Context: an optimization exercise on an open-source flow, tuned for small area, a short achievable clock period and few clock cycles. The choices shown serve that exercise and are no tape-out recipe.
At most, simulation tests tie the RTL to the original design; equivalence was not proved.
Power is estimated from default activity; no workload was simulated.

==> build 65 <==
Design grid_cell_shape_membership_core, start of the top module:
module grid_cell_shape_membership_core
(
  input  logic                 clk,
  input  logic                 rst,
  input  logic                 cfg_valid,
  output logic                 cfg_ready,
  input  logic [gcsm_pkg::CFG_IDX_W-1:0] cfg_index,
  input  logic [gcsm_pkg::VALUE_W-1:0]   cfg_data,
  input  logic                 in_valid,
  output logic                 in_ready,
  input  logic [gcsm_pkg::COORD_W-1:0]   cell_x,
  input  logic [gcsm_pkg::COORD_W-1:0]   cell_y,
  output logic                 out_valid,
  input  logic                 out_ready,
  output logic [gcsm_pkg::COORD_W-1:0]   out_x,
  output logic [gcsm_pkg::COORD_W-1:0]   out_y,
  output logic [gcsm_pkg::MARK_W-1:0]    mark,
  output logic signed [gcsm_pkg::VALUE_W-1:0] write_value,
  output logic                 shape_fits
);
Settings: LEC_CHECK=0, CAP_MARGIN=20, CORE_MARGIN=2, CORE_UTILIZATION=40, SLEW_MARGIN=20; clock period 7.0 ns.
run.sh (not shown) runs the stock make flow with config.mk's settings and CLKGATE_MAP_FILE= SYNTH_SCRIPT=/design/flow/synth_recipe.tcl, a recipe that flattens the netlist after the stock synthesis.
==> inputs of trial 62, as changes to build 65 <==
--- a/flow/design.v
+++ b/flow/design.v
@@ -56,14 +56,24 @@
   endfunction
   function automatic logic le13(input logic [12:0] a, input logic [12:0] b);
     logic r;
     r = 1'b1;
     for (int i = 0; i < 13; i++) r = (!a[i] && b[i]) || ((!a[i] || b[i]) && r);
     le13 = r;
   endfunction
+  function automatic logic [6:0] radd6(input logic [5:0] a, input logic [5:0] b,
+                                       input logic ci);
+    logic c;
+    c = ci;
+    for (int i = 0; i < 6; i++) begin
+      radd6[i] = a[i] ^ b[i] ^ c;
+      c = (a[i] & b[i]) | (a[i] & c) | (b[i] & c);
+    end
+    radd6[6] = c;
+  endfunction
   logic [KIND_W-1:0]         shape_kind;
   logic [COORD_W-1:0]        reg_a, reg_b, reg_c, reg_d;
   logic [COORD_W-1:0]        grid_x_last, grid_y_last;
   logic [VALUE_W-1:0]        fill_value;
   logic [VALUE_W-1:0]        wdata;
   logic [COORD_W-1:0]        wgrid;
   logic [7:0]                wen;
@@ -85,43 +95,47 @@
   end
   logic is_circ, is_n, is_s, is_e, is_w, is_rect, is_tri, is_ell, is_inacc, is_rt;
   logic fits, shape_ok;
   logic [COORD_W:0]   a_plus_cx, b_plus_ry, a_plus_b;
   logic [COORD_W-1:0] ry, cxn, cyn, k1n, k2n, tri_w, tri_h;
   logic [COORD_W-1:0] hw_lo, hw_hi;
   logic               d_gt_c, a_ge_b;
+  logic [COORD_W:0]   tri_w_s, tri_h_s, hw_hi_s;
   always_comb begin
     is_n     = shape_kind == KIND_HALF_N;
     is_s     = shape_kind == KIND_HALF_S;
     is_e     = shape_kind == KIND_HALF_E;
     is_w     = shape_kind == KIND_HALF_W;
     is_inacc = shape_kind == KIND_INACCESS;
     is_circ  = (shape_kind[3] == 1'b0 && shape_kind[2:0] <= 3'd4) || is_inacc;
     is_rect  = shape_kind == KIND_RECT;
     is_tri   = shape_kind == KIND_TRIANGLE;
     is_ell   = shape_kind == KIND_ELLIPSE;
     is_rt    = is_rect || is_tri;
     ry        = is_ell ? reg_d : reg_c;
-    a_plus_cx = {1'b0, reg_a} + {1'b0, (is_w ? 6'd0 : reg_c)};
-    b_plus_ry = {1'b0, reg_b} + {1'b0, (is_s ? 6'd0 : ry)};
+    a_plus_cx = radd6(reg_a, (is_w ? 6'd0 : reg_c), 1'b0);
+    b_plus_ry = radd6(reg_b, (is_s ? 6'd0 : ry), 1'b0);
     if (is_circ || is_ell)
       fits = (is_e || le6(reg_c, reg_a)) && le7(a_plus_cx, {1'b0, grid_x_last}) &&
              (is_n || le6(ry, reg_b)) && le7(b_plus_ry, {1'b0, grid_y_last});
     else if (is_rt)
       fits = le6(reg_a, grid_x_last) && le6(reg_b, grid_x_last) &&
              le6(reg_c, grid_y_last) && le6(reg_d, grid_y_last);
     else
       fits = 1'b1;
     a_ge_b = le6(reg_b, reg_a);
     d_gt_c = lt6(reg_c, reg_d);
-    tri_w  = a_ge_b ? reg_a - reg_b : reg_b - reg_a;
-    tri_h  = d_gt_c ? reg_d - reg_c : reg_c - reg_d;
-    hw_lo  = {1'b0, tri_w[COORD_W-1:1]};
-    hw_hi  = {1'b0, tri_w[COORD_W-1:1]} + {5'd0, tri_w[0]};
-    a_plus_b = {1'b0, reg_a} + {1'b0, reg_b};
+    tri_w_s = radd6(reg_a ^ {6{!a_ge_b}}, ~reg_b ^ {6{!a_ge_b}}, 1'b1);
+    tri_h_s = radd6(reg_d ^ {6{!d_gt_c}}, ~reg_c ^ {6{!d_gt_c}}, 1'b1);
+    tri_w   = tri_w_s[COORD_W-1:0];
+    tri_h   = tri_h_s[COORD_W-1:0];
+    hw_lo   = {1'b0, tri_w[COORD_W-1:1]};
+    hw_hi_s = radd6({1'b0, tri_w[COORD_W-1:1]}, 6'd0, tri_w[0]);
+    hw_hi   = hw_hi_s[COORD_W-1:0];
+    a_plus_b = radd6(reg_a, reg_b, 1'b0);
     cxn = is_rt ? a_plus_b[COORD_W:1] : reg_a;
     cyn = is_rt ? reg_d : reg_b;
     k1n = is_ell ? reg_d : is_tri ? tri_h : 6'd1;
     k2n = is_ell ? reg_c : is_tri ? tri_w : 6'd1;
     if (is_ell)      shape_ok = (reg_c != '0) && (reg_d != '0);
     else if (is_tri) shape_ok = (tri_w != '0) && (tri_h != '0);
     else             shape_ok = is_circ || is_rect;
- SETUP_SLACK_MARGIN: unset -> 2.5
==> inputs of build 40, as changes to build 65 <==
--- a/flow/design.v
+++ b/flow/design.v
@@ -56,14 +56,24 @@
   endfunction
   function automatic logic le13(input logic [12:0] a, input logic [12:0] b);
     logic r;
     r = 1'b1;
     for (int i = 0; i < 13; i++) r = (!a[i] && b[i]) || ((!a[i] || b[i]) && r);
     le13 = r;
   endfunction
+  function automatic logic [6:0] radd6(input logic [5:0] a, input logic [5:0] b,
+                                       input logic ci);
+    logic c;
+    c = ci;
+    for (int i = 0; i < 6; i++) begin
+      radd6[i] = a[i] ^ b[i] ^ c;
+      c = (a[i] & b[i]) | (a[i] & c) | (b[i] & c);
+    end
+    radd6[6] = c;
+  endfunction
   logic [KIND_W-1:0]         shape_kind;
   logic [COORD_W-1:0]        reg_a, reg_b, reg_c, reg_d;
   logic [COORD_W-1:0]        grid_x_last, grid_y_last;
   logic [VALUE_W-1:0]        fill_value;
   logic [VALUE_W-1:0]        wdata;
   logic [COORD_W-1:0]        wgrid;
   logic [7:0]                wen;
@@ -85,43 +95,47 @@
   end
   logic is_circ, is_n, is_s, is_e, is_w, is_rect, is_tri, is_ell, is_inacc, is_rt;
   logic fits, shape_ok;
   logic [COORD_W:0]   a_plus_cx, b_plus_ry, a_plus_b;
   logic [COORD_W-1:0] ry, cxn, cyn, k1n, k2n, tri_w, tri_h;
   logic [COORD_W-1:0] hw_lo, hw_hi;
   logic               d_gt_c, a_ge_b;
+  logic [COORD_W:0]   tri_w_s, tri_h_s, hw_hi_s;
   always_comb begin
     is_n     = shape_kind == KIND_HALF_N;
     is_s     = shape_kind == KIND_HALF_S;
     is_e     = shape_kind == KIND_HALF_E;
     is_w     = shape_kind == KIND_HALF_W;
     is_inacc = shape_kind == KIND_INACCESS;
     is_circ  = (shape_kind[3] == 1'b0 && shape_kind[2:0] <= 3'd4) || is_inacc;
     is_rect  = shape_kind == KIND_RECT;
     is_tri   = shape_kind == KIND_TRIANGLE;
     is_ell   = shape_kind == KIND_ELLIPSE;
     is_rt    = is_rect || is_tri;
     ry        = is_ell ? reg_d : reg_c;
-    a_plus_cx = {1'b0, reg_a} + {1'b0, (is_w ? 6'd0 : reg_c)};
-    b_plus_ry = {1'b0, reg_b} + {1'b0, (is_s ? 6'd0 : ry)};
+    a_plus_cx = radd6(reg_a, (is_w ? 6'd0 : reg_c), 1'b0);
+    b_plus_ry = radd6(reg_b, (is_s ? 6'd0 : ry), 1'b0);
     if (is_circ || is_ell)
       fits = (is_e || le6(reg_c, reg_a)) && le7(a_plus_cx, {1'b0, grid_x_last}) &&
              (is_n || le6(ry, reg_b)) && le7(b_plus_ry, {1'b0, grid_y_last});
     else if (is_rt)
       fits = le6(reg_a, grid_x_last) && le6(reg_b, grid_x_last) &&
              le6(reg_c, grid_y_last) && le6(reg_d, grid_y_last);
     else
       fits = 1'b1;
     a_ge_b = le6(reg_b, reg_a);
     d_gt_c = lt6(reg_c, reg_d);
-    tri_w  = a_ge_b ? reg_a - reg_b : reg_b - reg_a;
-    tri_h  = d_gt_c ? reg_d - reg_c : reg_c - reg_d;
-    hw_lo  = {1'b0, tri_w[COORD_W-1:1]};
-    hw_hi  = {1'b0, tri_w[COORD_W-1:1]} + {5'd0, tri_w[0]};
-    a_plus_b = {1'b0, reg_a} + {1'b0, reg_b};
+    tri_w_s = radd6(reg_a ^ {6{!a_ge_b}}, ~reg_b ^ {6{!a_ge_b}}, 1'b1);
+    tri_h_s = radd6(reg_d ^ {6{!d_gt_c}}, ~reg_c ^ {6{!d_gt_c}}, 1'b1);
+    tri_w   = tri_w_s[COORD_W-1:0];
+    tri_h   = tri_h_s[COORD_W-1:0];
+    hw_lo   = {1'b0, tri_w[COORD_W-1:1]};
+    hw_hi_s = radd6({1'b0, tri_w[COORD_W-1:1]}, 6'd0, tri_w[0]);
+    hw_hi   = hw_hi_s[COORD_W-1:0];
+    a_plus_b = radd6(reg_a, reg_b, 1'b0);
     cxn = is_rt ? a_plus_b[COORD_W:1] : reg_a;
     cyn = is_rt ? reg_d : reg_b;
     k1n = is_ell ? reg_d : is_tri ? tri_h : 6'd1;
     k2n = is_ell ? reg_c : is_tri ? tri_w : 6'd1;
     if (is_ell)      shape_ok = (reg_c != '0) && (reg_d != '0);
     else if (is_tri) shape_ok = (tri_w != '0) && (tri_h != '0);
     else             shape_ok = is_circ || is_rect;
- ABC_CLOCK_PERIOD_IN_PS: unset -> 4000
- SETUP_SLACK_MARGIN: unset -> 2.5
==> comparison <==
- Build 65 passed the timing, design-rule and antenna checks. Trial 62 went through all stages and came out clean. Build 40 passed the timing, design-rule and antenna checks.
- Between trial 62 and build 65, the lower total power is in build 65 (gap about 12%, measured against build 65).
- Sequential share of layout area: build 65 is higher than build 40 (0.23 points).
- Routed wire length is the same in build 40 and trial 62.
- Against trial 62, the synthesized area of build 65 is higher by about 2.4%.
- In fmax, build 40 and trial 62 do not differ.
- In build 65 the non-clock buffer count is lower than in trial 62, by 41.
- In build 40 the sequential power is smaller than in build 65, by about 2%.
- Clock-buffer cell count: trial 62 is lower than build 65 (1).
- Critical path depth is the same in trial 62 and build 40.
- Between trial 62 and build 65, the lower synthesized cell count is in trial 62 (gap about 3.7%, measured against build 65).
- In build 65 the global-route usage is lower than in build 40, by 0.47 points.
Testbench counts of trial 62, summed over its fixed seeds: cycles 14,672.
Testbench counts of build 40, summed over its fixed seeds: cycles 14,672.
The RTL of build 65 was laid out without a check of its function.

## separate check: timing with driven ports
No port has a modelled driver above. Below, the same layouts with a new extraction and two added sets of constraints. Step 1: set_driving_cell puts a clkbuf_16 on clk and a buf_2 on each other input, an assumption about the parent block. Step 2 adds t to the input delays and takes it off the output delays; t is the mean of the earliest and latest rising clock arrival at the registers after step 1. Input paths then give back, and output paths get back, about the clock's delay inside the block. Three values: ideal, step 1, step 2; two values: the first two.
| run | t (ns) | setup slack, ns | slew at the worst register clock pin (ns) | pins driven straight from the clock port |
|---|---|---|---|---|
| build 65 | 0.503 | 1.267 / 1.267 / 1.267 | 0.09 / 0.09 | 1 |
| trial 62 | 0.514 | 2.074 / 2.074 / 2.074 | 0.09 / 0.09 | 1 |
| build 40 | 0.514 | 2.074 / 2.074 / 2.074 | 0.09 / 0.09 | 1 |
After both steps setup and hold are still met in every run listed.
